What follows belongs to an exercise in optimizing a design on an open flow for small area and a short achievable clock period; a production flow would make more cautious choices. In this exercise RTL edits were held to simulation tests only and were not proved equivalent to the original. No activity file was given, so power comes from the tool's default toggle rates.

==> design.v <==
module bp_dec4 (
   input  logic [3:0]  a_i,
   output logic [15:0] y_o
);
   always_comb for (int i = 0; i < 16; i++) y_o[i] = (a_i == 4'(i));
endmodule
module bp_eq2 (
   input  logic [1:0] a_i,
   input  logic [1:0] b_i,
   output logic       y_o
);
   assign y_o = (a_i == b_i);
endmodule
module bp_nand3 (
   input  logic a_i, b_i, c_i,
   output logic y_o
);
   assign y_o = !(a_i && b_i && c_i);
endmodule
module bp_nand2 (
   input  logic a_i, b_i,
   output logic y_o
);
   assign y_o = !(a_i && b_i);
endmodule
module bp_nor3 (
   input  logic a_i, b_i, c_i,
   output logic y_o
);
   assign y_o = !(a_i || b_i || c_i);
endmodule
module bp_nor2 (
   input  logic a_i, b_i,
   output logic y_o
);
   assign y_o = !(a_i || b_i);
endmodule
module bp_nand4 (
   input  logic a_i, b_i, c_i, d_i,
   output logic y_o
);
   assign y_o = !(a_i && b_i && c_i && d_i);
endmodule
module bp_tag_hit_n (
   input  logic        en_i,
   input  logic [25:0] tag_i,
   input  logic [25:0] pc_tag_i,
   output logic        hit_n_o
);
   logic [12:0] eq2;         
   logic [4:0]  ne;          
   logic        eq_a, eq_b;
   for (genvar i = 0; i < 13; i++) begin : g_eq2
      bp_eq2 u_eq2 (.a_i(tag_i[2*i +: 2]), .b_i(pc_tag_i[2*i +: 2]), .y_o(eq2[i]));
   end
   bp_nand3 u_ne0 (.a_i(eq2[0]),  .b_i(eq2[1]),  .c_i(eq2[2]), .y_o(ne[0]));
   bp_nand3 u_ne1 (.a_i(eq2[3]),  .b_i(eq2[4]),  .c_i(eq2[5]), .y_o(ne[1]));
   bp_nand3 u_ne2 (.a_i(eq2[6]),  .b_i(eq2[7]),  .c_i(eq2[8]), .y_o(ne[2]));
   bp_nand2 u_ne3 (.a_i(eq2[9]),  .b_i(eq2[10]),               .y_o(ne[3]));
   bp_nand2 u_ne4 (.a_i(eq2[11]), .b_i(eq2[12]),               .y_o(ne[4]));
   bp_nor3  u_eqa (.a_i(ne[0]), .b_i(ne[1]), .c_i(ne[2]), .y_o(eq_a));
   bp_nor2  u_eqb (.a_i(ne[3]), .b_i(ne[4]),              .y_o(eq_b));
   bp_nand3 u_hit (.a_i(eq_a), .b_i(eq_b), .c_i(en_i), .y_o(hit_n_o));
endmodule
module bp_sel16_part (
   input  logic [15:0] d_i,
   input  logic [15:0] sel_i,
   output logic [3:0]  part_o
);
   always_comb for (int i = 0; i < 4; i++) part_o[i] = |(d_i[4*i +: 4] & sel_i[4*i +: 4]);
endmodule
module bp_mux16 (
   input  logic [15:0] d_i,
   input  logic [3:0]  sel_i,
   output logic        y_o
);
   assign y_o = d_i[sel_i];
endmodule
module bp_sel16 (
   input  logic [15:0] d_i,
   input  logic [15:0] sel_i,
   output logic        y_o
);
   assign y_o = |(d_i & sel_i);
endmodule
module bp_out4 (
   input  logic [3:0] hit_part_i,
   input  logic [3:0] bht_part_i,
   input  logic       row_valid_i,
   input  logic [3:0] target_n_i,
   input  logic [3:0] pc_plus4_n_i,
   output logic [3:0] y_o
);
   logic taken;
   assign taken = (|hit_part_i) && (|bht_part_i) && row_valid_i;
   for (genvar i = 0; i < 4; i++) begin : g_bit
      bp_mux2i u_mux (.s_i(taken), .a0_i(pc_plus4_n_i[i]), .a1_i(target_n_i[i]), .y_o(y_o[i]));
   end
endmodule
module bp_mux2i (
   input  logic s_i,
   input  logic a0_i,
   input  logic a1_i,
   output logic y_o
);
   assign y_o = !(s_i ? a1_i : a0_i);
endmodule
module branch_predictor (
   input  logic        clk_i,
   input  logic        rst_i,
   input  logic [31:0] curr_pc_i,
   output logic        pred_taken_o,
   output logic [31:0] pred_target_o,
   output logic        btb_hit_o,
   input  logic        res_valid_i,
   input  logic [31:0] res_pc_i,
   input  logic [31:0] res_target_i,
   input  logic        res_taken_i,
   input  logic        res_mispredict_i,
   output logic [31:0] mispred_cnt_o
);
   logic [15:0][15:0] bht_hi_q, bht_lo_q;    
   logic [15:0]       bht_row_valid_q;
   logic [15:0]       btb_valid_q;
   logic [15:0][25:0] btb_tag_q;
   logic [15:0][31:0] btb_target_q;
   logic [3:0]        ghr_q;
   logic [31:0]       cnt_q;
   logic [3:0]        lk_idx;
   logic [15:0]       lk_dec, lk_col_dec, entry_hit_n;
   logic [1:0][3:0]   hit_part, bht_part;   
   logic [15:0][15:0] bht_hi_t;              
   logic [15:0]       bht_row;               
   logic              row_valid;
   logic [31:0]       pc_plus4, btb_target_sel;
   assign lk_idx = curr_pc_i[5:2];
   bp_dec4 u_lk_dec  (.a_i(lk_idx),                  .y_o(lk_dec));
   bp_dec4 u_col_dec (.a_i(curr_pc_i[5:2] ^ ghr_q),  .y_o(lk_col_dec));
   for (genvar e = 0; e < 16; e++) begin : g_lk_btb
      bp_tag_hit_n u_hit (
         .en_i    (btb_valid_q[e] && lk_dec[e]),
         .tag_i   (btb_tag_q[e]),
         .pc_tag_i(curr_pc_i[31:6]),
         .hit_n_o (entry_hit_n[e])
      );
   end
   for (genvar h = 0; h < 2; h++) begin : g_hit_half
      for (genvar i = 0; i < 4; i++) begin : g_hit_part
         bp_nand4 u_part (
            .a_i(entry_hit_n[4*i]),   .b_i(entry_hit_n[4*i+1]),
            .c_i(entry_hit_n[4*i+2]), .d_i(entry_hit_n[4*i+3]),
            .y_o(hit_part[h][i])
         );
      end
   end
   assign btb_hit_o = |hit_part[0];
   for (genvar c = 0; c < 16; c++) begin : g_lk_col
      for (genvar r = 0; r < 16; r++) begin : g_t
         assign bht_hi_t[c][r] = bht_hi_q[r][c];
      end
      bp_mux16 u_row (.d_i(bht_hi_t[c]), .sel_i(curr_pc_i[9:6]), .y_o(bht_row[c]));
   end
   bp_mux16 u_row_valid (.d_i(bht_row_valid_q), .sel_i(curr_pc_i[9:6]), .y_o(row_valid));
   for (genvar h = 0; h < 2; h++) begin : g_col_half
      bp_sel16_part u_col (.d_i(bht_row), .sel_i(lk_col_dec), .part_o(bht_part[h]));
   end
   assign pc_plus4     = curr_pc_i + 32'd4;
   assign pred_taken_o = (|hit_part[0]) && (|bht_part[0]) && row_valid;
   for (genvar g = 0; g < 8; g++) begin : g_out
      bp_out4 u_out (
         .hit_part_i  (hit_part[g/4]),
         .bht_part_i  (bht_part[g/4]),
         .row_valid_i (row_valid),
         .target_n_i  (~btb_target_sel[4*g +: 4]),
         .pc_plus4_n_i(~pc_plus4[4*g +: 4]),
         .y_o         (pred_target_o[4*g +: 4])
      );
   end
   assign btb_target_sel = btb_target_q[lk_idx];
   assign mispred_cnt_o = cnt_q;
   logic [3:0]  up_row, up_col;
   logic        old_hi, old_lo, new_hi, new_lo;
   logic [15:0] col_hit, col_we, col_d_hi, col_d_lo;
   logic        up_row_valid;
   assign up_row = res_pc_i[9:6];
   assign up_col = res_pc_i[5:2] ^ ghr_q;
   assign old_hi = up_row_valid ? bht_hi_q[up_row][up_col] : 1'b0;
   assign old_lo = up_row_valid ? bht_lo_q[up_row][up_col] : 1'b1;
   assign new_hi = (old_hi & old_lo) | (res_taken_i & (old_hi | old_lo));
   assign new_lo = (old_hi & ~old_lo) | (res_taken_i & (old_hi | ~old_lo));
   assign up_row_valid = bht_row_valid_q[up_row];
   always_comb begin
      for (int c = 0; c < 16; c++) begin
         col_hit[c]  = (up_col == 4'(c));
         col_we[c]   = col_hit[c] || !up_row_valid;
         col_d_hi[c] = col_hit[c] & new_hi;
         col_d_lo[c] = ~col_hit[c] | new_lo;
      end
   end
   for (genvar r = 0; r < 16; r++) begin : g_bht_row
      logic row_we;
      assign row_we = res_valid_i && (up_row == 4'(r));
      always_ff @(posedge clk_i or posedge rst_i) begin
         if (rst_i) bht_row_valid_q[r] <= 1'b0;
         else if (row_we) bht_row_valid_q[r] <= 1'b1;
      end
      for (genvar c = 0; c < 16; c++) begin : g_bht_col
         always_ff @(posedge clk_i) begin
            if (row_we && col_we[c]) begin
               bht_hi_q[r][c] <= col_d_hi[c];
               bht_lo_q[r][c] <= col_d_lo[c];
            end
         end
      end
   end
   logic [3:0] up_btb;
   assign up_btb = res_pc_i[5:2];
   for (genvar e = 0; e < 16; e++) begin : g_btb
      logic we;
      assign we = res_valid_i && res_taken_i && (up_btb == 4'(e));
      always_ff @(posedge clk_i or posedge rst_i) begin
         if (rst_i) btb_valid_q[e] <= 1'b0;
         else if (we) btb_valid_q[e] <= 1'b1;
      end
      always_ff @(posedge clk_i) begin
         if (we) begin
            btb_tag_q[e]    <= res_pc_i[31:6];
            btb_target_q[e] <= res_target_i;
         end
      end
   end
   always_ff @(posedge clk_i or posedge rst_i) begin
      if (rst_i) begin
         ghr_q <= '0;
         cnt_q <= '0;
      end else if (res_valid_i) begin
         ghr_q <= {ghr_q[2:0], res_taken_i};
         if (res_mispredict_i) cnt_q <= cnt_q + 32'd1;
      end
   end
endmodule
module bpu_top (
   input  logic        clk_i,
   input  logic        rst_i,
   input  logic [31:0] curr_pc_i,
   output logic        pred_taken_o,
   output logic [31:0] pred_target_o,
   output logic        btb_hit_o,
   input  logic        res_valid_i,
   input  logic [31:0] res_pc_i,
   input  logic [31:0] res_target_i,
   input  logic        res_taken_i,
   input  logic        res_mispredict_i,
   output logic [31:0] mispred_cnt_o
);
   branch_predictor u_bp (.*);
endmodule
==> flow/run.sh <==
#!/bin/bash
# Standard layout (the standard.sh: ORFS from synthesis to the final layout), with
# clock tree synthesis told not to add dummy balancing loads to the clock tree.
set -euo pipefail
cd "$(dirname "$0")/.."
bash standard.sh \
   CTS_ARGS="-sink_clustering_enable -repair_clock_nets -dont_use_dummy_load -sink_clustering_size 40 -sink_clustering_max_diameter 60" \
   finish > flow_make.log 2>&1
==> standard.sh <==
#!/bin/bash
# synth_recipe.tcl (not shown) runs the flow's synth.tcl, then flattens the netlist and writes it again
# the make line also repeats each setting of config.mk as NAME=value (left out here)
make -C /OpenROAD-flow-scripts/flow DESIGN_CONFIG=/design/flow/config.mk WORK_HOME=/design/flow/orfs CLKGATE_MAP_FILE= SYNTH_SCRIPT=/design/flow/synth_recipe.tcl "${@:-finish}"
==> config.mk <==
export PLATFORM = sky130hd
export DESIGN_NAME = bpu_top
export DESIGN_NICKNAME = bpu_top
export VERILOG_FILES = /design/flow/design.v
export SDC_FILE = /design/flow/constraint.sdc
export NUM_CORES = 4
export LEC_CHECK = 0
export CAP_MARGIN = 20
export CORE_MARGIN = 2
export CORE_UTILIZATION = 40
export CTS_CLUSTER_DIAMETER = 60
export CTS_CLUSTER_SIZE = 40
export SETUP_SLACK_MARGIN = 1.5
export SLEW_MARGIN = 20
export SYNTH_HIERARCHICAL = 1
==> constraint.sdc <==
create_clock -name core_clock -period 7.0 [get_ports {clk_i}]
set_input_delay 1.4000 -clock core_clock [delete_from_list [all_inputs] [get_ports {clk_i}]]
set_output_delay 1.4000 -clock core_clock [all_outputs]
set_load 0.01 [all_outputs]
==> flow_metrics.py, run 1 <==
metrics = {
    "status": {
        "outcome": "complete, no violations",
    },
    "worst_setup_path": {
        "worstPathMaxFanout": 7,
        "regToRegStartpoint": "u_bp.ghr_q[2]$_DFFE_PP0P_",
        "arrival_ns": 4.16,
        "critical_path_class": "primary input to output port",
        "critPathCaptureType": "output port",
        "startpoint_type": "primary input",
        "cp.required_ns": 5.60,
        "r2r_end": "u_bp.bht_lo_q[253]$_DFFE_PP_",
        "rrSetupSlack_ns": 2.52,
        "worstRegToRegCells": 10,
    },
    "floorplanning": {
        "initial_core_util_pct": 40.19,
        "rows": 148,
        "core_area_um2": 162600,
        "io_pins": 167,
        "dieArea_um2": 166600,
        "chipWidth_um": 408.2,
        "die_y_um": 408.2,
    },
    "power_and_ir_drop": {
        "powerDensity_nw_per_um2": 243.1,
        "power.net_switching_mw": 4.629,
        "clockPowerShare_pct": 30.7,
        "power_leakage_nw": 25.79,
        "p_int_mw": 13.90,
        "swShare_pct": 24.98,
        "p_seq_share_pct": 54.8,
        "max-vdd-ir-drop_mv": 0.1955,
        "comb_power_share_pct": 14.5,
    },
    "final_layout": {
        "postLayoutCoreUtil_pct": 46.87,
        "postLayoutCellArea_um2": 76210,
        "drive_above_1_share_pct": 20.57,
        "area_growth_pct": 16.62,
        "nets": 4539,
    },
    "clock_network": {
        "clockBufferDepth": 3,
        "clk_latency_ns": 0.77,
        "cts_buffers": 112,
        "clock-sinks": 1508,
        "path_clk_slew_ns": 0.05,
        "cts_root_buf": "clkbuf_16",
        "htreeDepth": 3,
        "cts_tree": "built",
    },
    "synth": {
        "yosys-top-cells-area": "edfxtp_1 66%, mux4_2 6.1%, xor2_1 6.1%",
        "synth_top_flop_cell": "edfxtp_1",
        "synth_top_area_share_pct": 66.17,
        "yosys-top-cells-count": "1440 x edfxtp_1, 677 x nor2_1, 453 x xor2_1",
        "ys_ff_latch": 1508,
        "synth_area_um2": 65350,
        "avgSynthCellArea_um2": 16.19,
        "synth_edf_count": 1440,
        "syn_nets": 4140,
        "ys_warn_count": 9,
        "ys_seq_area_share_pct": 68.78,
        "ys_types": 63,
        "synth.most_common_cell": "edfxtp_1",
        "yosysTopAreaCell": "edfxtp_1",
        "netlist_instances": 4037,
        "ys_async_sr_fraction_pct": 4.509,
    },
    "timing": {
        "rsz0062_at_grt": "yes",
        "relSlewSlack_pct": 23.68,
        "clock.fmax_ghz": 0.1800,
        "worstMarginPinSlew_ns": 1.142,
        "setup_viol": 0,
        "min_period_over_period_pct": 79.38,
        "tns_ns": 0,
        "fin_skew_ns": 0.09292,
        "slew_violations": 0,
        "hold_violations": 0,
        "period_minus_slack_ns": 5.556,
    },
    "routing": {
        "routed_wl_um": 186200,
        "vias_per_cell": 5.653,
        "drtIter0Drc": 4182,
        "first_pass_iters": 5,
        "drt.antenna.violating_nets": 0,
        "drc": 0,
        "via_count": 37380,
        "wl_per_cell_um": 28.16,
    },
    "global_routing": {
        "grt_pass1_vias": 36690,
        "grtUsageMet3_pct": 3.626,
        "busiest_layer": "met2",
        "use_met1_pct": 29.71,
        "grt_use_total_pct": 21.80,
        "grt_max_degree": 69,
        "met2_usage_pct": 35.53,
        "antenna_found_initial": 13,
        "grt_pass1_wl_um": 264600,
        "grt_overflow": 0,
    },
    "flow_run": {
        "drv_cap": 0,
    },
    "placement": {
        "dpl.hpwl_um": 113600,
        "placed_area_um2": 70720,
        "io_buffers": 164,
        "gp_congestion": 0.9075,
    },
    "worst_hold_path": {
        "hold_depth": 1,
        "hp-start": "u_bp.btb_valid_q[8]$_DFFE_PP0P_",
        "hp-class": "register to register",
        "hold-path-endpoint": "u_bp.btb_valid_q[8]$_DFFE_PP0P_",
    },
}
==> cells by family (layout without fill, tap and decap cells) <==
group                      after synthesis  after routing  synth area share, %
buffers and inverters                  170            567                1.340
DFF                                   1508           1508                68.78
AOI/OAI and AO/OA                      181            181                2.079
other                                    0              3                    0
xor gates and xnor gates               487            487                6.596
and+or+nand+nor                       1200           1200                8.412
muxes                                  488            488                12.74
adders and majority gates                3              3              0.05552
==> power by group through the flow <==
stage	sequential [mW]	clock, mW	combinational, mW
after floorplan	10.3	0	1.32
after global placement	10.3	0	2.37
after detailed placement	10.4	0	2.39
after CTS	10.2	5.80	2.60
final	10.2	5.68	2.69
after global routing	10.2	6.09	2.83
==> worst max-delay path: stages <==
cell	delay, ns
buf_16	0.16
clkbuf_16	0.19
mux4_2	0.54
mux2i_2	0.22
mux2i_2	0.15
a22oi_2	0.23
nand2_2	0.14
buf_6	0.15
nor4_4	0.26
nor2_2	0.10
buf_12	0.15
mux2i_4	0.24
buf_2	0.19
==> per-stage QoR <==
step	total power, mW	setup WS (ns)	hold WS (ns)	cells
CTS	18.56	1.432	0.4585	6569
finish	18.53	1.444	0.4564	6612
global placement	12.72	0.3516	0.4429	6395
floorplan	11.66	1.559	0.4309	4037
global route	19.09	1.364	0.4703	6611
detailed placement	12.74	0.3079	0.4449	6397
==> placed cells by master, fill, tap and decap left out, types with 13 or more instances in the layout <==
master,synthesis,layout
and2_1,35,35
and3_1,15,14
buf_12,1,52
buf_16,0,16
buf_2,12,27
buf_4,12,170
buf_6,17,27
bufbuf_16,0,16
clkbuf_16,0,116
clkdlybuf4s50_1,0,100
dfrtp_1,68,68
edfxtp_1,1440,1440
inv_1,17,16
mux2i_1,232,175
mux2i_2,0,27
mux2i_4,0,30
mux4_1,75,20
mux4_2,177,232
nand2_1,209,196
nand2b_1,21,20
nand3_1,99,58
nand3_2,0,41
nand4_1,27,27
nor2_1,677,644
nor2_2,0,20
nor2_4,0,13
nor3_1,17,13
nor3_4,0,18
o21ai_0,37,37
o221ai_1,66,65
or2_2,16,16
xnor2_1,31,31
xor2_1,453,452
==> modules after synthesis, one instance, submodules excluded, excerpt <==
module | cells inside | times used | flip-flops and latches
bp_nor3 | 1 | 16 | 0
bp_nand2 | 1 | 32 | 0
bp_out4 | 3 | 8 | 0
bp_mux16 | 7 | 17 | 0
bp_nor2 | 1 | 16 | 0
bp_mux2i | 1 | 32 | 0
bp_dec4 | 20 | 2 | 0
==> layer usage <==
| layer | vias up | routed length [µm] |
|---|---|---|
| met1 | 19430 | 76850 |
| li1 | 16110 | - |
| met2 | 1527 | 89490 |
| met5 | - | 36 |
| met3 | 297 | 13580 |
| met4 | 6 | 6232 |
==> repair_timing <==
item / 4_1_cts / 5_1_grt
gates cloned: 26 / 4
pin swaps: 76 / 64
endpoints found under the setup margin: 46 / 194
hold buffers: 0 / 0
buffers inserted: 34 / 36
gates resized for setup: 448 / 102
==> cell type report <==
class                   count  area, µm²
fillers                 14040      86380
diodes                      3      7.507
inverters                  17      63.81
well taps                2175       2721
multi-input cells        2359      20590
clock buffers             112       2803
flip-flops and latches   1508      44940
repair buffers            438       5079
==> sequential cells by signal, summed over array words and instances, names as in the netlist <==
register / flops
u_bp.bht_hi_q: 256
u_bp.bht_lo_q: 256
u_bp.bht_row_valid_q: 16
u_bp.btb_tag_q: 416
u_bp.btb_target_q: 512
u_bp.btb_valid_q: 16
u_bp.cnt_q: 32
u_bp.ghr_q: 4
==> how the worst max path moves through the flow <==
stage / slack [ns] / to / startpoint
after floorplan: 1.56 / pred_target_o[0] / curr_pc_i[2]
after global placement: 0.35 / pred_target_o[13] / curr_pc_i[6]
after detailed placement: 0.31 / pred_target_o[27] / curr_pc_i[6]
after CTS: 1.43 / pred_target_o[24] / curr_pc_i[6]
after global routing: 1.36 / pred_target_o[10] / curr_pc_i[6]
final: 1.44 / pred_target_o[13] / curr_pc_i[6]
==> run 2: changes to the inputs <==
--- a/flow/run.sh
+++ b/flow/run.sh
@@ -5,4 +5,5 @@
 cd "$(dirname "$0")/.."
 bash standard.sh \
    CTS_ARGS="-sink_clustering_enable -repair_clock_nets -dont_use_dummy_load -sink_clustering_size 40 -sink_clustering_max_diameter 60" \
+   BUFFER_PORTS_ARGS="-buffer_cell sky130_fd_sc_hd__buf_1" \
    finish > flow_make.log 2>&1
==> run 2 against run 1 <==
  * Still clean on timing, DRC and antenna
  * Synthesized area stayed put
  * Combinational power is 8.9% lower
  * Sequential share of layout area is 2.2 points higher
  * Cell count is 1.3% lower
  * Flip-flop and latch count stayed put
  * Fmax is 2.6% lower
  * Register-to-register slack worse by 0.25 ns
  * Sequential power hardly changed
  * Global-route usage is 0.64 points lower
  * Critical endpoint is now pred_target_o[5]
==> flow_metrics.py, run 2 <==
metrics = {
    "timing": {
        "min_period_over_period_pct": 81.52,
        "clock.fmax_ghz": 0.1752,
        "period_minus_slack_ns": 5.707,
        "rsz0062_at_grt": "yes",
        "tns_ns": 0,
        "setup_viol": 0,
        "worstMarginPinSlew_ns": 1.119,
        "fin_skew_ns": 0.1366,
        "hold_violations": 0,
        "relSlewSlack_pct": 25.25,
        "slew_violations": 0,
    },
    "clock_network": {
        "holdBufCountCts": 0,
        "cts_root_buf": "clkbuf_16",
        "clock-sinks": 1508,
        "clk_latency_ns": 0.76,
        "cts_buffers": 112,
        "clockBufferDepth": 3,
        "cts_tree": "built",
        "htreeDepth": 3,
        "path_clk_slew_ns": 0.06,
    },
    "global_routing": {
        "grt_overflow": 0,
        "grt_max_degree": 78,
        "grt_pass1_wl_um": 257400,
        "grt_pass1_vias": 35870,
        "grt_use_total_pct": 21.15,
        "antenna_found_initial": 11,
    },
    "synth": {
        "synth_top_flop_cell": "edfxtp_1",
        "yosys-top-cells-area": "edfxtp_1 66%, mux4_2 6.1%, xor2_1 6.1%",
        "ys_seq_area_share_pct": 68.78,
        "synth_area_um2": 65350,
        "synth-adder-area-share_pct": 0.05553,
        "synth-xor-area-share_pct": 6.596,
        "yosysTopAreaCell": "edfxtp_1",
        "synth_compound_area_share_pct": 2.079,
        "synth_mux_area_share_pct": 12.74,
        "ys_async_sr_fraction_pct": 4.509,
        "ys_ff_latch": 1508,
        "syn_nets": 4140,
        "ys_types": 63,
        "yosys.area_share.simple_pct": 8.412,
        "ys_warn_count": 9,
        "avgSynthCellArea_um2": 16.19,
        "synth.most_common_cell": "edfxtp_1",
        "yosys-top-cells-count": "1440 x edfxtp_1, 677 x nor2_1, 453 x xor2_1",
        "synth_edf_count": 1440,
        "synth_top_family_by_area": "multiplexers",
        "netlist_instances": 4037,
        "synth_top_area_share_pct": 66.17,
    },
    "final_layout": {
        "fillers": 14150,
        "multi_input_area_um2": 20300,
        "drive_above_1_share_pct": 16.83,
        "seq_area_um2": 44940,
        "area_growth_pct": 12.38,
        "finalNonFillerCells": 6529,
        "nets": 4454,
        "final_cell_mix": "1440 x edfxtp_1, 643 x nor2_1, 453 x xor2_1",
        "largest-register": "u_bp.btb_target_q",
        "largest_reg_flops": 512,
        "reg_top3": "u_bp.btb_target_q (512), u_bp.btb_tag_q (416)",
        "final_common_cell": "edfxtp_1",
    },
    "power_and_ir_drop": {
        "powerDensity_nw_per_um2": 248.9,
        "power_leakage_nw": 24.50,
        "finalPower_mw": 18.28,
        "max-vdd-ir-drop_mv": 0.2045,
    },
    "floorplanning": {
        "initial_core_util_pct": 40.19,
        "io_pins": 167,
        "core_area_um2": 162600,
        "die_y_um": 408.2,
        "dieArea_um2": 166600,
        "rows": 148,
        "chipWidth_um": 408.2,
    },
    "worst_hold_path": {
        "hp-class": "register to register",
        "hold_depth": 1,
        "hp-start": "u_bp.btb_valid_q[5]$_DFFE_PP0P_",
        "hold-path-endpoint": "u_bp.btb_valid_q[5]$_DFFE_PP0P_",
    },
    "worst_setup_path": {
        "regToRegStartpoint": "u_bp.ghr_q[0]$_DFFE_PP0P_",
        "cp.required_ns": 5.60,
        "r2r_end": "u_bp.bht_hi_q[216]$_DFFE_PP_",
        "critPathCaptureType": "output port",
        "arrival_ns": 4.31,
        "critical_path_class": "primary input to output port",
        "worstRegToRegCells": 11,
        "startpoint_type": "primary input",
        "worstPathMaxFanout": 7,
        "rrSetupSlack_ns": 2.27,
    },
    "status": {
        "outcome": "complete, no violations",
    },
    "routing": {
        "drt.antenna.violating_nets": 0,
        "routed_wl_um": 179100,
        "vias_per_cell": 5.600,
        "drtIter0Drc": 4033,
        "via_count": 36560,
        "drc": 0,
        "wl_per_cell_um": 27.43,
        "first_pass_iters": 5,
    },
    "placement": {
        "io_buffers": 164,
        "dpl.hpwl_um": 111600,
        "dp_cells": 6381,
        "gp_congestion": 0.9330,
    },
    "flow_run": {
        "drv_cap": 0,
    },
}
[run 2: cell counts after synthesis]
No cell type changed its count.
[run 2: Yosys stat by module (local to each module, per instance), a selection]
module	flops+latches	copies in the design	cells	cell area (µm²)
branch_predictor	1508	1	3038	56740
bp_dec4	0	2	20	276.5
bp_mux16	0	17	7	135.1
bp_sel16_part	0	2	12	75.07
bp_eq2	0	208	3	21.27
bp_out4	0	8	3	18.77
bp_mux2i	0	32	1	10.01
bp_nor3	0	16	1	10.01
bp_nand4	0	8	1	6.256
bp_nand3	0	64	1	5.005
bp_nand2	0	32	1	3.754
bp_nor2	0	16	1	3.754
[run 2: through the flow]
step	instance area (µm²)	util [%]	hold slack (ns)	worst slack, ns
detailed placement	69380	42.68	0.4449	0.5821
global route	73420	45.16	0.4629	1.161
global placement	69370	42.67	0.4431	0.5963
finish	73430	45.17	0.4620	1.293
CTS	73260	45.06	0.4598	1.293
floorplan	65370	-	0.4309	1.559
[run 2: how the worst max path moves through the flow]
stage / end / cells past startpoint / startpoint
CTS: pred_target_o[5] / 14 / curr_pc_i[6]
floorplan: pred_target_o[0] / 11 / curr_pc_i[2]
global route: pred_target_o[10] / 15 / curr_pc_i[6]
detailed placement: pred_target_o[7] / 10 / curr_pc_i[9]
finish: pred_target_o[5] / 15 / curr_pc_i[6]
global placement: pred_target_o[7] / 10 / curr_pc_i[9]
[run 2: kinds of logic after synthesis]
| kind of cell | after synthesis |
|---|---|
| adder cells (fa/ha/maj) | 3 |
| multiplexers | 488 |
| AND/OR/NAND/NOR | 1200 |
| flip-flops | 1508 |
| XOR/XNOR | 487 |
| AO/OA/AOI/OAI | 181 |
| buffers and inverters | 170 |
[run 2: final cells by class]
type	count	share of cell area, %
Timing Repair Buffer	353	3.525
Multi-Input combinational cell	2359	27.65
Inverter	17	0.08690
Sequential cell	1508	61.20
Tap cell	2175	3.706
Antenna cell	5	0.01704
Clock buffer	112	3.817
[run 2: critical path: stages]
cell       delay (ns)
clkbuf_16        0.15
buf_16           0.17
buf_16           0.17
mux4_2           0.50
mux2i_1          0.18
mux2i_2          0.16
buf_4            0.19
a22oi_2          0.19
nand2_2          0.14
nor4_2           0.29
nor2_2           0.10
buf_12           0.15
buf_12           0.13
mux2i_1          0.19
buf_2            0.17
[run 2: timing repair]
item | 4_1_cts | 5_1_grt
pin swaps | 30 | 11
buffers inserted | 20 | 6
gates resized for setup | 190 | 32
setup endpoints to repair | 33 | 34
cloned | 5 | 0
[run 2: power by group]
group	switching [mW]	total, mW	internal, mW
sequential	0.0833	10.2	10.1
clock	2.87	5.67	2.80
combinational	1.60	2.45	0.853
[run 2: layer usage]
layer | routed length (µm) | vias up | part of all wire, % | GRT usage (%)
li1 | - | 15950 | - | -
met3 | 13050 | 266 | 7.3 | 3.699
met1 | 74790 | 19000 | 42 | 29.04
met4 | 5914 | 6 | 3.3 | 7.075
met2 | 85270 | 1343 | 48 | 34.16
met5 | 46 | - | 0.026 | 0
==> run 3: changes to the inputs <==
--- a/flow/run.sh
+++ b/flow/run.sh
@@ -5,5 +5,5 @@
 cd "$(dirname "$0")/.."
 bash standard.sh \
    CTS_ARGS="-sink_clustering_enable -repair_clock_nets -dont_use_dummy_load -sink_clustering_size 40 -sink_clustering_max_diameter 60" \
-   BUFFER_PORTS_ARGS="-buffer_cell sky130_fd_sc_hd__buf_1" \
+   BUFFER_PORTS_ARGS="-buffer_cell sky130_fd_sc_hd__buf_2" \
    finish > flow_make.log 2>&1
--- a/config.mk
+++ b/config.mk
@@ -10,6 +10,7 @@
 export CORE_UTILIZATION = 40
 export CTS_CLUSTER_DIAMETER = 60
 export CTS_CLUSTER_SIZE = 40
+export GPL_ROUTABILITY_DRIVEN = 0
 export SETUP_SLACK_MARGIN = 1.5
 export SLEW_MARGIN = 20
 export SYNTH_HIERARCHICAL = 1
==> run 3 against run 2 <==
  * Clock skew down 0.015 ns
  * Fmax up 0.81%
  * Synthesized area unchanged
  * Sequential power about the same
  * Wire length up 0.35%
  * Global-route usage about the same
  * Cell count down 0.31%
  * Count of clock-buffer cells in the layout unchanged
  * Register-to-register slack worse by 0.26 ns
  * Total power up 0.35%
  * First-iteration DRC count up 5.8%
  * Design area up 0.14%
  * Critical path type unchanged
  * Largest cell class unchanged
  * Highest routed layer unchanged
==> flow_metrics.py, run 3 <==
metrics = {
    "floorplanning": {
        "initial_core_util_pct": 40.19,
        "core_area_um2": 162600,
        "chipWidth_um": 408.2,
        "die_y_um": 408.2,
        "io_pins": 167,
        "dieArea_um2": 166600,
        "rows": 148,
    },
    "clock_network": {
        "clk_latency_ns": 0.77,
        "cts_root_buf": "clkbuf_16",
        "htreeDepth": 3,
        "clock-sinks": 1508,
        "clockBufferDepth": 3,
        "cts_tree": "built",
        "cts_buffers": 112,
        "path_clk_slew_ns": 0.06,
        "holdBufCountCts": 0,
    },
    "synth": {
        "ys_async_sr_fraction_pct": 4.509,
        "synth_edf_count": 1440,
        "ys_ff_latch": 1508,
        "yosysTopAreaCell": "edfxtp_1",
        "ys_seq_area_share_pct": 68.78,
        "ys_warn_count": 9,
        "ys_types": 63,
        "synth_area_um2": 65350,
        "synth_top_area_share_pct": 66.17,
        "yosys-top-cells-count": "1440 x edfxtp_1, 677 x nor2_1, 453 x xor2_1",
        "yosys-top-cells-area": "edfxtp_1 66%, mux4_2 6.1%, xor2_1 6.1%",
        "synth_top_flop_cell": "edfxtp_1",
        "netlist_instances": 4037,
        "syn_nets": 4140,
        "synth.most_common_cell": "edfxtp_1",
        "avgSynthCellArea_um2": 16.19,
    },
    "power_and_ir_drop": {
        "power_leakage_nw": 24.73,
        "powerDensity_nw_per_um2": 249.5,
        "finalPower_mw": 18.34,
        "max-vdd-ir-drop_mv": 0.2334,
    },
    "worst_setup_path": {
        "crit_buf_inv": 6,
        "cpPeakStageDelay_ns": 0.51,
        "critPathSlowestCell": "mux4_2",
        "critical_path_class": "primary input to output port",
        "critPathCaptureType": "output port",
        "crit_family": "multiplexers",
        "cp.required_ns": 5.60,
        "arrival_ns": 4.26,
        "startpoint_type": "primary input",
        "cp_cell_sequence": "buf_16, buf_4, buf_12, mux4_2, mux2i_2, mux2i_4, a22oi_2, nand2_4, buf_4, nor4_4, nor2_1, buf_6, mux2i_4, buf_2",
        "worstPathMaxFanout": 8,
    },
    "timing": {
        "setup_viol": 0,
        "clock.fmax_ghz": 0.1767,
        "worstMarginPinSlew_ns": 1.234,
        "fin_hold_ws_ns": 0.4601,
        "min_period_over_period_pct": 80.87,
        "tns_ns": 0,
        "slew_violations": 0,
        "fin_skew_ns": 0.1219,
        "relSlewSlack_pct": 17.51,
        "period_minus_slack_ns": 5.661,
        "layout_setup_ws_ns": 1.339,
        "rsz0062_at_grt": "yes",
        "hold_violations": 0,
    },
    "global_routing": {
        "busiest_layer": "met2",
        "grt_use_total_pct": 21.12,
        "grt_overflow": 0,
        "grt_pass1_wl_um": 257500,
        "grtUsageMet3_pct": 3.745,
        "grt_max_degree": 107,
        "grt_pass1_vias": 36150,
        "use_met1_pct": 28.62,
        "antenna_found_initial": 16,
        "met2_usage_pct": 34.33,
    },
    "final_layout": {
        "reg_top3": "u_bp.btb_target_q (512), u_bp.btb_tag_q (416)",
        "nets": 4432,
        "final_common_cell": "edfxtp_1",
        "largest_reg_flops": 512,
        "area_growth_pct": 12.53,
        "postLayoutCellArea_um2": 73530,
        "final_cell_mix": "1440 x edfxtp_1, 645 x nor2_1, 452 x xor2_1",
        "fillers": 14280,
        "largest-register": "u_bp.btb_target_q",
        "drive_above_1_share_pct": 19.81,
        "postLayoutCoreUtil_pct": 45.23,
        "finalNonFillerCells": 6509,
    },
    "routing": {
        "drc": 0,
        "routed_wl_um": 179700,
        "first_pass_iters": 5,
        "drtIter0Drc": 4265,
        "vias_per_cell": 5.660,
        "wl_per_cell_um": 27.61,
        "drt.antenna.violating_nets": 0,
        "via_count": 36840,
    },
    "status": {
        "outcome": "complete, no violations",
    },
    "flow_run": {
        "drv_cap": 0,
    },
    "placement": {
        "dpl.hpwl_um": 112400,
        "io_buffers": 164,
        "dp_cells": 6347,
        "placed_area_um2": 69390,
        "pre_cts_ws_ns": 0.3993,
    },
    "worst_hold_path": {
        "hp-class": "register to register",
    },
}
[run 3: cell types whose count changed in the layout (fill, tap and decap cells not counted), moves of 5 or more]
cell      delta
nor2_2       -6
mux4_1      -12
clkbuf_8     -5
mux4_2      +12
buf_1      -121
mux2i_1      -9
buf_12       +6
buf_4       -19
buf_2      +116
nand2_2      -5
mux2i_4      +5
[run 3: path summary, 6_finish.rpt]
| kind | start | to | slack (ns) | depth (start not counted) |
|---|---|---|---|---|
| hold / removal | u_bp.btb_valid_q[8]$_DFFE_PP0P_ | u_bp.btb_valid_q[8]$_DFFE_PP0P_ | 0.46 | 1 |
| hold reg to reg | u_bp.btb_valid_q[8]$_DFFE_PP0P_ | u_bp.btb_valid_q[8]$_DFFE_PP0P_ | 0.46 | 1 |
| setup / recovery | curr_pc_i[6] | pred_target_o[11] | 1.34 | 14 |
| min in group asynchronous | rst_i | u_bp.cnt_q[31]$_DFFE_PP0P_ | 0.93 | 3 |
| max in group asynchronous | rst_i | u_bp.bht_row_valid_q[15]$_DFFE_PP0P_ | 5.42 | 3 |
| setup reg to reg | u_bp.ghr_q[0]$_DFFE_PP0P_ | u_bp.bht_lo_q[185]$_DFFE_PP_ | 2.01 | 11 |
[run 3: cell families (layout without fill, tap and decap cells)]
family | Yosys count | after routing | share of synthesized area, %
compound gates | 181 | 181 | 2.079
xor+xnor | 487 | 487 | 6.596
fa+ha+maj | 3 | 3 | 0.05552
buf+inv | 170 | 460 | 1.340
flops | 1508 | 1508 | 68.78
mux | 488 | 488 | 12.74
other cells | 0 | 7 | 0
simple gates | 1200 | 1200 | 8.412
[run 3: Yosys stat by module (local to each module, per instance), excerpt]
module | flops+latches | cell area, µm²
bp_nand2 | 0 | 3.754
bp_out4 | 0 | 18.77
branch_predictor | 1508 | 56740
bp_dec4 | 0 | 276.5
bp_mux16 | 0 | 135.1
bp_nand4 | 0 | 6.256
[run 3: cell type report]
| class | count | area, µm² | area share [%] |
|---|---|---|---|
| sequential | 1508 | 44940 | 61.12 |
| multi-input combinational | 2359 | 20380 | 27.72 |
| clock buffer | 112 | 2803 | 3.811 |
| tap | 2175 | 2721 | 3.701 |
| timing repair buffer | 331 | 2601 | 3.538 |
| inverter | 17 | 63.81 | 0.08678 |
| antenna | 7 | 17.52 | 0.02382 |
[run 3: worst register-to-register path: cells and delay by family (launching register included)]
family,cells,cell delay (ns)
DFF,1,0.61
muxes,1,0.59
adders and majority gates,1,0.53
xor gates and xnor gates,1,0.61
AOI/OAI and AO/OA,2,0.52
and+or+nand+nor,4,1.07
buffers and inverters,2,0.52
[run 3: per-layer routing]
| metal | vias to the layer above | part of all wire [%] |
|---|---|---|
| met5 | - | 0.010 |
| met4 | 2 | 3.6 |
| met3 | 309 | 7.4 |
| met2 | 1528 | 48 |
| met1 | 19110 | 41 |
| li1 | 15890 | - |
[run 3: what timing repair did]
action | in CTS | in global routing
endpoints found under the setup margin | 33 | 117
buffers inserted | 22 | 16
resized for setup | 181 | 75
pin swaps | 23 | 17
cloned | 4 | 0
hold endpoints to repair | 0 | 0
[run 3: power by group]
group          switching (mW)  internal [mW]
Sequential             0.0834           10.1
Clock                    2.89           2.80
Combinational            1.62          0.880
==> run 4: changes to the inputs <==
--- a/config.mk
+++ b/config.mk
@@ -10,7 +10,6 @@
 export CORE_UTILIZATION = 40
 export CTS_CLUSTER_DIAMETER = 60
 export CTS_CLUSTER_SIZE = 40
-export GPL_ROUTABILITY_DRIVEN = 0
 export SETUP_SLACK_MARGIN = 1.5
 export SLEW_MARGIN = 20
 export SYNTH_HIERARCHICAL = 1
==> run 4 against run 3 <==
  * Still clean
  * Synthesized cell count stayed put
  * Design area is 0.47% higher
  * Fmax grew 0.39%
  * Core utilization grew 0.21 points
  * Synthesized area is the same
  * Sequential share of layout area fell by 0.29 points
  * Sequential power about the same
  * First-iteration DRC count is 4.3% lower
  * Clock skew rose by 0.0097 ns
  * Hold slack about the same
  * Non-clock buffer count down 2
  * Clock power about the same
  * Largest cell class unchanged
==> flow_metrics.py, run 4 <==
metrics = {
    "synth": {
        "ys_types": 63,
        "synth_top_area_share_pct": 66.17,
        "netlist_instances": 4037,
        "ys_ff_latch": 1508,
        "yosysTopAreaCell": "edfxtp_1",
        "synth_top_flop_cell": "edfxtp_1",
        "avgSynthCellArea_um2": 16.19,
        "synth_edf_count": 1440,
        "synth.most_common_cell": "edfxtp_1",
        "ys_async_sr_fraction_pct": 4.509,
        "ys_seq_area_share_pct": 68.78,
        "yosys-top-cells-count": "1440 x edfxtp_1, 677 x nor2_1, 453 x xor2_1",
        "synth_area_um2": 65350,
        "syn_nets": 4140,
        "ys_warn_count": 9,
        "yosys-top-cells-area": "edfxtp_1 66%, mux4_2 6.1%, xor2_1 6.1%",
    },
    "global_routing": {
        "grt_overflow": 0,
        "grt_max_degree": 129,
        "grt_pass1_wl_um": 259200,
        "grt_pass1_vias": 35930,
        "grt_use_total_pct": 21.34,
        "antenna_found_initial": 15,
    },
    "timing": {
        "slew_violations": 0,
        "tns_ns": 0,
        "layout_setup_ws_ns": 1.361,
        "relSlewSlack_pct": 20.63,
        "rsz0062_at_grt": "yes",
        "clock.fmax_ghz": 0.1773,
        "min_period_over_period_pct": 80.55,
        "fin_skew_ns": 0.1317,
        "hold_violations": 0,
        "setup_viol": 0,
        "period_minus_slack_ns": 5.639,
        "worstMarginPinSlew_ns": 1.188,
    },
    "placement": {
        "pre_cts_ws_ns": 0.4487,
        "io_buffers": 164,
        "dpl.hpwl_um": 112400,
        "gp_congestion": 0.9418,
        "placed_area_um2": 69420,
    },
    "final_layout": {
        "postLayoutCoreUtil_pct": 45.44,
        "reg_top3": "u_bp.btb_target_q (512), u_bp.btb_tag_q (416)",
        "postLayoutCellArea_um2": 73880,
        "area_growth_pct": 13.06,
        "drive_above_1_share_pct": 20.11,
        "nets": 4431,
        "fillers": 14200,
        "final_common_cell": "edfxtp_1",
        "largest_reg_flops": 512,
        "multi_input_area_um2": 20530,
        "largest-register": "u_bp.btb_target_q",
        "seq_area_um2": 44940,
        "final_cell_mix": "1440 x edfxtp_1, 643 x nor2_1, 452 x xor2_1",
    },
    "clock_network": {
        "cts_root_buf": "clkbuf_16",
        "clockBufferDepth": 3,
        "cts_buffers": 113,
        "holdBufCountCts": 0,
        "htreeDepth": 3,
        "path_clk_slew_ns": 0.05,
        "cts_tree": "built",
        "clk_latency_ns": 0.76,
        "clock-sinks": 1508,
    },
    "worst_hold_path": {
        "hp-class": "register to register",
        "hp-start": "u_bp.btb_valid_q[13]$_DFFE_PP0P_",
    },
    "floorplanning": {
        "die_y_um": 408.2,
        "chipWidth_um": 408.2,
        "rows": 148,
        "core_area_um2": 162600,
        "initial_core_util_pct": 40.19,
        "dieArea_um2": 166600,
        "io_pins": 167,
    },
    "worst_setup_path": {
        "startpoint_type": "primary input",
        "critPathCaptureType": "output port",
        "worstPathMaxFanout": 8,
        "setup.worst_path.start": "curr_pc_i[6]",
        "critical_path_class": "primary input to output port",
        "arrival_ns": 4.24,
        "cp.required_ns": 5.60,
        "regToRegStartpoint": "u_bp.ghr_q[0]$_DFFE_PP0P_",
    },
    "routing": {
        "drtIter0Drc": 4083,
        "first_pass_iters": 6,
        "drc": 0,
        "routed_wl_um": 182300,
        "drt.antenna.violating_nets": 0,
        "vias_per_cell": 5.655,
        "via_count": 36790,
        "wl_per_cell_um": 28.03,
    },
    "power_and_ir_drop": {
        "powerDensity_nw_per_um2": 248.9,
        "max-vdd-ir-drop_mv": 0.1853,
        "finalPower_mw": 18.39,
        "power_leakage_nw": 24.92,
    },
    "flow_run": {
        "drv_cap": 0,
    },
    "status": {
        "outcome": "complete, no violations",
    },
}
run 4: per-layer routing:
metal  GRT usage (%)  vias up  share of wire, %
met1           29.32    19170                41
met3           3.329      274               7.0
li1                -    15860                 -
met4           7.259        6               3.2
met5               0        -             0.019
met2           34.70     1479                48
run 4: logic make-up (layout without fill, tap and decap cells):
kind of cell	count (synthesis)	count (layout)	share of synthesized area (%)
DFF	1508	1508	68.78
and+or+nand+nor	1200	1200	8.412
muxes	488	488	12.74
xor gates and xnor gates	487	487	6.596
AOI/OAI and AO/OA	181	181	2.079
buffers and inverters	170	459	1.340
adders and majority gates	3	3	0.05552
other	0	5	0
run 4: worst paths after layout:
kind	endpoint	slack [ns]	depth (start not counted)
setup / recovery	pred_target_o[10]	1.36	14
hold / removal	u_bp.btb_valid_q[13]$_DFFE_PP0P_	0.46	1
setup reg to reg	u_bp.bht_lo_q[110]$_DFFE_PP_	1.92	10
hold reg to reg	u_bp.btb_valid_q[13]$_DFFE_PP0P_	0.46	1
max in group asynchronous	u_bp.ghr_q[1]$_DFFE_PP0P_	5.33	3
min in group asynchronous	u_bp.cnt_q[27]$_DFFE_PP0P_	0.96	3
run 4: timing repair:
| action | in CTS | in global routing |
|---|---|---|
| endpoints found under the setup margin | 33 | 85 |
| setup buffers | 14 | 13 |
| pin swaps | 25 | 42 |
| cloned | 7 | 4 |
| resized for setup | 190 | 83 |
run 4: critical path: stages:
cell     delay [ns]
buf_16         0.15
buf_16         0.16
mux4_2         0.57
mux2i_4        0.19
mux2i_4        0.15
buf_6          0.15
a22oi_2        0.19
nand2_2        0.16
buf_4          0.18
nor4_2         0.13
nor2_1         0.09
buf_6          0.17
mux2i_4        0.32
buf_2          0.20
run 4: final cells by class:
class / count / area share [%]
timing repair buffer: 329 / 3.763
multi-input combinational: 2359 / 27.79
clock buffer: 113 / 3.827
sequential: 1508 / 60.83
inverter: 17 / 0.08637
tap: 2175 / 3.683
antenna: 5 / 0.01694
run 4: metrics by stage:
step	instances	hold WS, ns
global route	6503	0.4673
global placement	6347	0.4430
finish	6506	0.4605
detailed placement	6350	0.4462
CTS	6484	0.4622
floorplan	4037	0.4309
run 4: per-module statistics from Yosys, one instance, submodules excluded, excerpt:
module	cell area [µm²]	flops+latches
bp_mux16	135.1	0
bp_out4	18.77	0
bp_mux2i	10.01	0
bp_nor3	10.01	0
bp_eq2	21.27	0
branch_predictor	56740	1508
bp_nand4	6.256	0
bp_dec4	276.5	0
bp_nor2	3.754	0
bp_sel16_part	75.07	0
bp_nand3	5.005	0
bp_nand2	3.754	0
run 4: power breakdown:
| part | internal, mW | switching [mW] |
|---|---|---|
| Sequential | 10.1 | 0.0852 |
| Combinational | 0.881 | 1.64 |
| Clock | 2.82 | 2.89 |
| Total | 13.8 | 4.61 |
==> run 5: changes to the inputs <==
--- a/config.mk
+++ b/config.mk
@@ -10,6 +10,6 @@
 export CORE_UTILIZATION = 40
 export CTS_CLUSTER_DIAMETER = 60
 export CTS_CLUSTER_SIZE = 40
-export SETUP_SLACK_MARGIN = 1.5
+export SETUP_SLACK_MARGIN = 1.0
 export SLEW_MARGIN = 20
 export SYNTH_HIERARCHICAL = 1
==> run 5 against run 4 <==
  * Via count fell by 1.0%
  * Critical endpoint is now pred_target_o[13]
  * Cell count down 0.54%
  * First-iteration DRC count fell by 0.51%
  * Clock power is essentially flat
  * Still clean on timing, DRC and antenna
  * Hold slack got worse by 0.0020 ns
  * Flip-flop and latch count unchanged
  * Fmax is 5.7% lower
  * Design area fell by 1.8%
==> flow_metrics.py, run 5 <==
metrics = {
    "synth": {
        "synth_edf_count": 1440,
        "syn_nets": 4140,
        "yosys-top-cells-count": "1440 x edfxtp_1, 677 x nor2_1, 453 x xor2_1",
        "ys_types": 63,
        "synth_top_area_share_pct": 66.17,
        "ys_async_sr_fraction_pct": 4.509,
        "synth_top_flop_cell": "edfxtp_1",
        "yosys-top-cells-area": "edfxtp_1 66%, mux4_2 6.1%, xor2_1 6.1%",
        "synth_area_um2": 65350,
        "synth.most_common_cell": "edfxtp_1",
        "yosysTopAreaCell": "edfxtp_1",
        "ys_warn_count": 9,
        "netlist_instances": 4037,
        "ys_ff_latch": 1508,
        "ys_seq_area_share_pct": 68.78,
        "avgSynthCellArea_um2": 16.19,
    },
    "floorplanning": {
        "rows": 148,
        "dieArea_um2": 166600,
        "io_pins": 167,
        "die_y_um": 408.2,
        "initial_core_util_pct": 40.19,
        "core_area_um2": 162600,
        "chipWidth_um": 408.2,
    },
    "power_and_ir_drop": {
        "powerDensity_nw_per_um2": 251.4,
        "comb_power_share_pct": 12.9,
        "clockPowerShare_pct": 31.4,
        "max-vdd-ir-drop_mv": 0.1860,
        "p_seq_share_pct": 55.7,
        "swShare_pct": 24.95,
        "p_int_mw": 13.69,
        "power.net_switching_mw": 4.552,
        "power_leakage_nw": 24.51,
    },
    "global_routing": {
        "grt_pass1_vias": 35580,
        "grt_pass1_wl_um": 256100,
        "grt_max_degree": 129,
        "grt_overflow": 0,
        "grt_use_total_pct": 21.04,
        "antenna_found_initial": 17,
    },
    "worst_setup_path": {
        "rrSetupSlack_ns": 1.95,
        "critPathCaptureType": "output port",
        "cp.required_ns": 5.60,
        "critical_path_class": "primary input to output port",
        "startpoint_type": "primary input",
        "worstPathMaxFanout": 16,
        "arrival_ns": 4.58,
    },
    "timing": {
        "rsz0062_at_grt": "no",
        "slew_violations": 0,
        "min_period_over_period_pct": 85.40,
        "tns_ns": 0,
        "worstMarginPinSlew_ns": 1.217,
        "setup_viol": 0,
        "relSlewSlack_pct": 18.67,
        "hold_violations": 0,
        "layout_setup_ws_ns": 1.022,
        "period_minus_slack_ns": 5.978,
        "fin_skew_ns": 0.1338,
        "clock.fmax_ghz": 0.1673,
    },
    "placement": {
        "dpl.hpwl_um": 112400,
        "gp_congestion": 0.9418,
        "io_buffers": 164,
        "placed_area_um2": 69420,
        "pre_cts_ws_ns": 0.4487,
        "dp_cells": 6350,
    },
    "final_layout": {
        "area_growth_pct": 11.04,
        "final_cell_mix": "1440 x edfxtp_1, 647 x nor2_1, 453 x xor2_1",
        "final_common_cell": "edfxtp_1",
        "postLayoutCellArea_um2": 72560,
        "fillers": 14310,
        "nets": 4395,
        "largest_reg_flops": 512,
        "drive_above_1_share_pct": 16.46,
        "finalNonFillerCells": 6471,
        "reg_top3": "u_bp.btb_target_q (512), u_bp.btb_tag_q (416)",
        "postLayoutCoreUtil_pct": 44.63,
        "largest-register": "u_bp.btb_target_q",
    },
    "status": {
        "outcome": "complete, no violations",
    },
    "worst_hold_path": {
        "hp-class": "register to register",
    },
    "routing": {
        "vias_per_cell": 5.627,
        "drt.antenna.violating_nets": 0,
        "first_pass_iters": 5,
        "wl_per_cell_um": 27.65,
        "drtIter0Drc": 4062,
        "via_count": 36410,
        "drc": 0,
        "routed_wl_um": 178900,
    },
    "clock_network": {
        "cts_buffers": 113,
        "cts_root_buf": "clkbuf_16",
        "clock-sinks": 1508,
        "post_cts.repair.setup_buffers": 0,
        "clockBufferDepth": 3,
        "cts_tree": "built",
        "htreeDepth": 3,
        "clk_latency_ns": 0.77,
        "path_clk_slew_ns": 0.07,
    },
    "flow_run": {
        "drv_cap": 0,
    },
}
-- run 5: layout make-up --
type	instances	area [µm²]	share of cell area [%]
Clock buffer	113	2828	3.897
Tap cell	2175	2721	3.750
Sequential cell	1508	44940	61.94
Timing Repair Buffer	293	2066	2.847
Multi-Input combinational cell	2359	19920	27.46
Inverter	17	63.81	0.08794
Antenna cell	6	15.01	0.02069
-- run 5: kinds of logic after synthesis --
group / count (synthesis) / synth area share (%)
flops: 1508 / 68.78
mux: 488 / 12.74
xor+xnor: 487 / 6.596
compound gates: 181 / 2.079
buf+inv: 170 / 1.340
simple gates: 1200 / 8.412
fa+ha+maj: 3 / 0.05552
-- run 5: what timing repair did --
item | CTS | global route
setup endpoints to repair | 26 | 29
cloned | 0 | 2
hold buffers | 0 | 0
resized for setup | 27 | 23
-- run 5: Yosys stat by module, one instance, submodules excluded, excerpt --
| module | cells inside | flops+latches | copies in the design |
|---|---|---|---|
| branch_predictor | 3038 | 1508 | 1 |
| bp_dec4 | 20 | 0 | 2 |
| bp_mux16 | 7 | 0 | 17 |
| bp_sel16_part | 12 | 0 | 2 |
| bp_eq2 | 3 | 0 | 208 |
| bp_out4 | 3 | 0 | 8 |
| bp_mux2i | 1 | 0 | 32 |
| bp_nor3 | 1 | 0 | 16 |
| bp_nand4 | 1 | 0 | 8 |
| bp_nand3 | 1 | 0 | 64 |
| bp_nand2 | 1 | 0 | 32 |
| bp_nor2 | 1 | 0 | 16 |
-- run 5: routing by layer --
layer,track usage (%),wire length [µm]
met5,0,23
met4,6.833,5605
met3,3.460,12250
met2,34.13,85960
met1,28.99,75100
-- run 5: critical path, stage by stage --
cell     delay (ns)
buf_8          0.25
buf_16         0.21
mux4_1         0.59
mux2i_1        0.27
mux2i_2        0.23
a22oi_1        0.23
nand2_1        0.17
nor4_2         0.43
nor2_2         0.17
mux2i_2        0.38
buf_2          0.21
-- run 5: path summary, 6_finish.rpt --
kind / startpoint / endpoint / cells after the start
min in group asynchronous: rst_i / u_bp.bht_row_valid_q[6]$_DFFE_PP0P_ / 3
max in group asynchronous: rst_i / u_bp.ghr_q[1]$_DFFE_PP0P_ / 3
worst min register to register: u_bp.btb_valid_q[8]$_DFFE_PP0P_ / u_bp.btb_valid_q[8]$_DFFE_PP0P_ / 1
worst min-delay path: u_bp.btb_valid_q[8]$_DFFE_PP0P_ / u_bp.btb_valid_q[8]$_DFFE_PP0P_ / 1
worst max register to register: u_bp.ghr_q[0]$_DFFE_PP0P_ / u_bp.bht_lo_q[72]$_DFFE_PP_ / 10
worst max-delay path: curr_pc_i[6] / pred_target_o[13] / 11
-- run 5: power by group through the flow --
stage | clock network (mW) | logic, mW | registers, mW
2_1_floorplan | 0 | 1.32 | 10.3
3_3_place_gp | 0 | 2.28 | 10.3
6_report | 5.72 | 2.36 | 10.2
3_5_place_dp | 0 | 2.30 | 10.4
5_1_grt | 6.15 | 2.49 | 10.2
4_1_cts | 5.84 | 2.32 | 10.2
-- run 5: stage by stage --
stage | hold WS [ns] | power, mW
2_1_floorplan | 0.4309 | 11.66
3_3_place_gp | 0.4430 | 12.63
3_5_place_dp | 0.4462 | 12.65
4_1_cts | 0.4622 | 18.32
5_1_grt | 0.4673 | 18.82
6_report | 0.4585 | 18.24
==> run 6: changes to the inputs <==
--- a/config.mk
+++ b/config.mk
@@ -10,6 +10,6 @@
 export CORE_UTILIZATION = 40
 export CTS_CLUSTER_DIAMETER = 60
 export CTS_CLUSTER_SIZE = 40
-export SETUP_SLACK_MARGIN = 1.0
+export SETUP_SLACK_MARGIN = 2.0
 export SLEW_MARGIN = 20
 export SYNTH_HIERARCHICAL = 1
==> run 6 against run 5 <==
  * Critical endpoint is now pred_target_o[14]
  * Cell count rose by 0.48%
  * Largest cell class unchanged
  * Count of clock-buffer cells in the layout fell by 3
  * Sequential share of layout area fell by 1.1 points
==> flow_metrics.py, run 6 <==
metrics = {
    "final_layout": {
        "finalNonFillerCells": 6502,
        "nets": 4426,
        "area_growth_pct": 13.00,
        "largest-register": "u_bp.btb_target_q",
        "final_common_cell": "edfxtp_1",
        "final_cell_mix": "1440 x edfxtp_1, 641 x nor2_1, 449 x xor2_1",
        "reg_top3": "u_bp.btb_target_q (512), u_bp.btb_tag_q (416)",
        "largest_reg_flops": 512,
        "drive_above_1_share_pct": 19.95,
    },
    "routing": {
        "vias_per_cell": 5.637,
        "first_pass_iters": 6,
        "routed_wl_um": 180800,
        "via_count": 36650,
        "drc": 0,
        "wl_per_cell_um": 27.81,
        "drtIter0Drc": 4019,
        "drt.antenna.violating_nets": 0,
    },
    "floorplanning": {
        "io_pins": 167,
        "chipWidth_um": 408.2,
        "initial_core_util_pct": 40.19,
        "rows": 148,
        "core_area_um2": 162600,
        "die_y_um": 408.2,
        "dieArea_um2": 166600,
    },
    "timing": {
        "fin_skew_ns": 0.1213,
        "period_minus_slack_ns": 5.585,
        "tns_ns": 0,
        "setup_viol": 0,
        "worstMarginPinSlew_ns": 1.191,
        "clock.fmax_ghz": 0.1791,
        "slew_violations": 0,
        "hold_violations": 0,
        "relSlewSlack_pct": 20.40,
        "rsz0062_at_grt": "yes",
        "fin_hold_ws_ns": 0.4591,
        "min_period_over_period_pct": 79.79,
    },
    "clock_network": {
        "cts_buffers": 110,
        "htreeDepth": 3,
        "cts_tree": "built",
        "clk_latency_ns": 0.76,
        "path_clk_slew_ns": 0.06,
        "clock-sinks": 1508,
        "clockBufferDepth": 3,
        "holdBufCountCts": 0,
        "cts_root_buf": "clkbuf_16",
    },
    "worst_setup_path": {
        "worstPathMaxFanout": 6,
        "cp.required_ns": 5.60,
        "setup.worst_path.start": "curr_pc_i[6]",
        "startpoint_type": "primary input",
        "worstRegToRegCells": 11,
        "critical_path_class": "primary input to output port",
        "arrival_ns": 4.18,
        "regToRegStartpoint": "u_bp.ghr_q[0]$_DFFE_PP0P_",
        "critPathCaptureType": "output port",
    },
    "global_routing": {
        "busiest_layer": "met2",
        "grt_use_total_pct": 21.20,
        "antenna_found_initial": 17,
        "grt_pass1_wl_um": 257300,
        "grt_overflow": 0,
        "grt_max_degree": 76,
        "use_met1_pct": 28.54,
        "met2_usage_pct": 34.70,
        "grt_pass1_vias": 35780,
        "grtUsageMet3_pct": 3.764,
    },
    "synth": {
        "yosysTopAreaCell": "edfxtp_1",
        "ys_warn_count": 9,
        "yosys-top-cells-area": "edfxtp_1 66%, mux4_2 6.1%, xor2_1 6.1%",
        "yosys-top-cells-count": "1440 x edfxtp_1, 677 x nor2_1, 453 x xor2_1",
        "avgSynthCellArea_um2": 16.19,
        "ys_ff_latch": 1508,
        "ys_seq_area_share_pct": 68.78,
        "synth_top_flop_cell": "edfxtp_1",
        "synth_top_area_share_pct": 66.17,
        "synth_edf_count": 1440,
        "ys_types": 63,
        "synth.most_common_cell": "edfxtp_1",
        "syn_nets": 4140,
        "ys_async_sr_fraction_pct": 4.509,
        "synth_area_um2": 65350,
        "netlist_instances": 4037,
    },
    "power_and_ir_drop": {
        "powerDensity_nw_per_um2": 247.6,
        "power_leakage_nw": 24.89,
        "max-vdd-ir-drop_mv": 0.2081,
    },
    "placement": {
        "dp_cells": 6334,
        "dpl.hpwl_um": 111600,
        "io_buffers": 164,
        "gp_congestion": 0.9097,
    },
    "worst_hold_path": {
        "hold_depth": 1,
        "hp-start": "u_bp.btb_valid_q[3]$_DFFE_PP0P_",
        "hp-class": "register to register",
    },
    "flow_run": {
        "drv_cap": 0,
    },
    "status": {
        "outcome": "complete, no violations",
    },
}
run 6: stage by stage:
| step | utilization [%] | area, µm² | setup WS (ns) | power (mW) |
|---|---|---|---|---|
| floorplan | - | 65390 | 1.892 | 11.66 |
| global placement | 42.62 | 69300 | 0.8269 | 12.60 |
| detailed placement | 42.64 | 69330 | 0.7986 | 12.62 |
| CTS | 45.15 | 73410 | 1.474 | 18.34 |
| global route | 45.41 | 73830 | 1.366 | 18.86 |
| finish | 45.41 | 73840 | 1.415 | 18.28 |
run 6: final timing paths:
kind | endpoint | slack, ns
setup / recovery | pred_target_o[14] | 1.42
hold / removal | u_bp.btb_valid_q[3]$_DFFE_PP0P_ | 0.46
setup reg to reg | u_bp.bht_lo_q[76]$_DFFE_PP_ | 2.33
hold reg to reg | u_bp.btb_valid_q[3]$_DFFE_PP0P_ | 0.46
max in group asynchronous | u_bp.cnt_q[0]$_DFFE_PP0P_ | 5.43
min in group asynchronous | u_bp.cnt_q[31]$_DFFE_PP0P_ | 0.95
run 6: power by group:
part | total [mW] | switching [mW] | internal [mW]
clock | 5.62 | 2.87 | 2.75
sequential | 10.2 | 0.0825 | 10.1
combinational | 2.51 | 1.62 | 0.891
run 6: per-layer routing:
layer / wire length, µm / part of all wire, %
met5: 36 / 0.020
met4: 6169 / 3.4
met2: 87210 / 48
met1: 73780 / 41
met3: 13620 / 7.5
run 6: modules after synthesis, one instance, submodules excluded, a selection:
module,area (µm²),copies in the design
bp_eq2,21.27,208
bp_nand3,5.005,64
bp_nand4,6.256,8
bp_nor2,3.754,16
bp_out4,18.77,8
branch_predictor,56740,1
run 6: final cells by class:
cell class	count	area [µm²]
multi-input cells	2359	20390
fillers	14230	88750
well taps	2175	2721
inverters	17	63.81
diodes	6	15.01
flip-flops and latches	1508	44940
repair buffers	327	2948
clock buffers	110	2753
run 6: cell families (layout without fill, tap and decap cells):
group | count (synthesis) | in the layout | share of synthesized area (%)
flops | 1508 | 1508 | 68.78
other cells | 0 | 6 | 0
buf+inv | 170 | 454 | 1.340
compound gates | 181 | 181 | 2.079
mux | 488 | 488 | 12.74
simple gates | 1200 | 1200 | 8.412
xor+xnor | 487 | 487 | 6.596
fa+ha+maj | 3 | 3 | 0.05552
run 6: worst max-delay path: stages:
cell	delay (ns)
buf_16	0.14
buf_16	0.16
mux4_1	0.60
mux2i_4	0.23
mux2i_2	0.15
a22oi_2	0.24
nand2_4	0.12
buf_6	0.14
nor4_4	0.31
nor2_2	0.08
buf_12	0.16
mux2i_4	0.25
buf_2	0.18
run 6: repair_timing:
item | CTS | global route
resized for setup | 227 | 73
gates cloned | 13 | 1
buffers inserted | 23 | 14
endpoints found under the setup margin | 161 | 193
pin swaps | 28 | 35
==> run 7: changes to the inputs <==
==> flow/run.sh (replaced) <==
#!/bin/bash
# Standard layout (the standard.sh: ORFS from synthesis to the final layout), with
# clock tree synthesis told not to add dummy balancing loads to the clock tree.
set -euo pipefail
cd "$(dirname "$0")/.."
bash standard.sh \
   CTS_ARGS="-sink_clustering_enable -repair_clock_nets -dont_use_dummy_load -sink_clustering_size 60 -sink_clustering_max_diameter 70" \
   BUFFER_PORTS_ARGS="-buffer_cell sky130_fd_sc_hd__buf_2" \
   finish > flow_make.log 2>&1
--- a/config.mk
+++ b/config.mk
@@ -10,6 +10,6 @@
 export CORE_UTILIZATION = 40
 export CTS_CLUSTER_DIAMETER = 60
 export CTS_CLUSTER_SIZE = 40
-export SETUP_SLACK_MARGIN = 2.0
+export SETUP_SLACK_MARGIN = 1.5
 export SLEW_MARGIN = 20
 export SYNTH_HIERARCHICAL = 1
==> run 7 against run 6 <==
  * Die area is the same
  * Clock power shrank 5.3%
  * Largest power group unchanged
  * Cell count is 0.25% lower
  * Wire length up 0.52%
  * Clock skew fell by 0.034 ns
  * Critical endpoint is now pred_target_o[31]
  * Sequential share of layout area up 0.32 points
  * Global-route usage grew 0.11 points
  * Flip-flop and latch count did not move
  * Sequential power barely moved
  * Highest routed layer unchanged
  * Register-to-register slack got worse by 0.40 ns
==> flow_metrics.py, run 7 <==
metrics = {
    "status": {
        "outcome": "complete, no violations",
    },
    "final_layout": {
        "area_growth_pct": 12.40,
        "largest_reg_flops": 512,
        "reg_top3": "u_bp.btb_target_q (512), u_bp.btb_tag_q (416)",
        "fillers": 14280,
        "largest-register": "u_bp.btb_target_q",
        "nets": 4414,
        "postLayoutCoreUtil_pct": 45.18,
        "finalNonFillerCells": 6486,
        "final_common_cell": "edfxtp_1",
    },
    "synth": {
        "yosys-top-cells-count": "1440 x edfxtp_1, 677 x nor2_1, 453 x xor2_1",
        "avgSynthCellArea_um2": 16.19,
        "ys_warn_count": 9,
        "ys_ff_latch": 1508,
        "yosysTopAreaCell": "edfxtp_1",
        "ys_types": 63,
        "synth_edf_count": 1440,
        "synth_top_area_share_pct": 66.17,
        "ys_seq_area_share_pct": 68.78,
        "netlist_instances": 4037,
        "synth_top_flop_cell": "edfxtp_1",
    },
    "power_and_ir_drop": {
        "powerDensity_nw_per_um2": 245.0,
        "comb_power_share_pct": 14.0,
        "p_int_mw": 13.45,
        "swShare_pct": 25.28,
        "max-vdd-ir-drop_mv": 0.1680,
        "p_seq_share_pct": 56.4,
        "power_leakage_nw": 24.71,
    },
    "routing": {
        "drt-met1-wl_um": 76180,
        "dr_wl_met2_um": 87900,
        "vias_per_cell": 5.668,
        "via_count": 36760,
        "first_pass_iters": 6,
        "wl_per_cell_um": 28.02,
        "drtIter0Drc": 4130,
        "routed_wl_um": 181800,
    },
    "global_routing": {
        "grt_pass1_wl_um": 259500,
        "antenna_found_initial": 14,
        "grt_max_degree": 129,
    },
    "placement": {
        "placed_area_um2": 69420,
        "pre_cts_ws_ns": 0.4487,
        "io_buffers": 164,
        "dp_cells": 6350,
    },
    "worst_setup_path": {
        "critical_path_class": "primary input to output port",
        "cp_cell_sequence": "buf_16, buf_16, mux4_2, mux2i_2, mux2i_4, a22oi_2, nand2_2, buf_4, buf_4, nor4_4, nor2_4, buf_12, mux2i_4, buf_2",
        "cpPeakStageDelay_ns": 0.55,
        "worstRegToRegCells": 10,
        "regToRegStartpoint": "u_bp.ghr_q[0]$_DFFE_PP0P_",
        "rrSetupSlack_ns": 1.93,
        "critPathSlowestCell": "mux4_2",
        "worstPathMaxFanout": 8,
        "cp.required_ns": 5.60,
    },
    "clock_network": {
        "path_clk_slew_ns": 0.06,
        "htreeDepth": 3,
        "clock-sinks": 1508,
        "clockBufferDepth": 3,
        "cts_tree": "built",
        "clk_latency_ns": 0.74,
    },
    "floorplanning": {
        "dieArea_um2": 166600,
        "die_y_um": 408.2,
    },
    "worst_hold_path": {
        "hp-start": "u_bp.btb_valid_q[8]$_DFFE_PP0P_",
        "hold-path-endpoint": "u_bp.btb_valid_q[8]$_DFFE_PP0P_",
        "hp-class": "register to register",
    },
    "timing": {
        "rsz0062_at_grt": "yes",
        "slew_violations": 0,
        "fin_skew_ns": 0.08749,
        "relSlewSlack_pct": 20.52,
        "worstMarginPinSlew_ns": 1.189,
        "period_minus_slack_ns": 5.626,
        "hold_violations": 0,
    },
    "flow_run": {
        "drv_cap": 0,
    },
}
==> run 7: metal layers <==
metal	track usage (%)	vias up
met1	29.30	19270
li1	-	15840
met4	6.209	10
met3	3.348	257
met5	0	-
met2	35.10	1394
==> run 7: how the worst max path moves through the flow <==
stage / from / endpoint / slack [ns]
2_1_floorplan: curr_pc_i[2] / pred_target_o[0] / 1.56
5_1_grt: curr_pc_i[6] / pred_target_o[31] / 1.32
4_1_cts: curr_pc_i[6] / pred_target_o[27] / 1.37
3_3_place_gp: curr_pc_i[6] / pred_target_o[27] / 0.48
6_report: curr_pc_i[6] / pred_target_o[31] / 1.37
3_5_place_dp: curr_pc_i[6] / pred_target_o[27] / 0.45
==> run 7: critical path, delay by kind of cell <==
family	cells	cell delay, ns
mux	4	1.19
compound gates	1	0.23
buf+inv	6	0.93
simple gates	3	0.43
==> run 7: logic make-up after synthesis <==
| family | count (synthesis) | share of synthesized area (%) |
|---|---|---|
| flops | 1508 | 68.78 |
| simple gates | 1200 | 8.412 |
| mux | 488 | 12.74 |
| xor+xnor | 487 | 6.596 |
| compound gates | 181 | 2.079 |
| buf+inv | 170 | 1.340 |
| fa+ha+maj | 3 | 0.05552 |
==> run 7: final cells by class <==
class	count	area [µm²]	area share (%)
antenna	2	5.005	0.006814
tap	2175	2721	3.705
multi-input combinational	2359	20510	27.93
timing repair buffer	326	2728	3.714
sequential	1508	44940	61.19
inverter	17	63.81	0.08688
clock buffer	99	2477	3.373
==> run 7: power groups by stage <==
stage               registers (mW)  clock network (mW)  logic (mW)
floorplan                     10.3                   0        1.32
global placement              10.3                   0        2.28
detailed placement            10.4                   0        2.30
CTS                           10.2                5.43        2.45
global route                  10.2                5.74        2.65
finish                        10.2                5.32        2.52
==> run 7: what timing repair did <==
item	CTS	global route
buffers inserted	14	11
resized for setup	188	80
endpoints found under the setup margin	33	94
pin swaps	25	30
cloned	7	3
==> run 7: modules after synthesis (local to each module, per instance), excerpt <==
module            cells  times used
branch_predictor   3038           1
bp_mux16              7          17
bp_eq2                3         208
bp_out4               3           8
bp_mux2i              1          32
bp_nand3              1          64
bp_nand2              1          32
bp_nand4              1           8
bp_nor2               1          16
bp_dec4              20           2
==> run 7: per-stage QoR <==
step | power [mW] | hold WS [ns]
5_1_grt | 18.55 | 0.4766
3_3_place_gp | 12.63 | 0.4430
3_5_place_dp | 12.65 | 0.4462
4_1_cts | 18.03 | 0.4619
2_1_floorplan | 11.66 | 0.4309
6_report | 18.00 | 0.4579
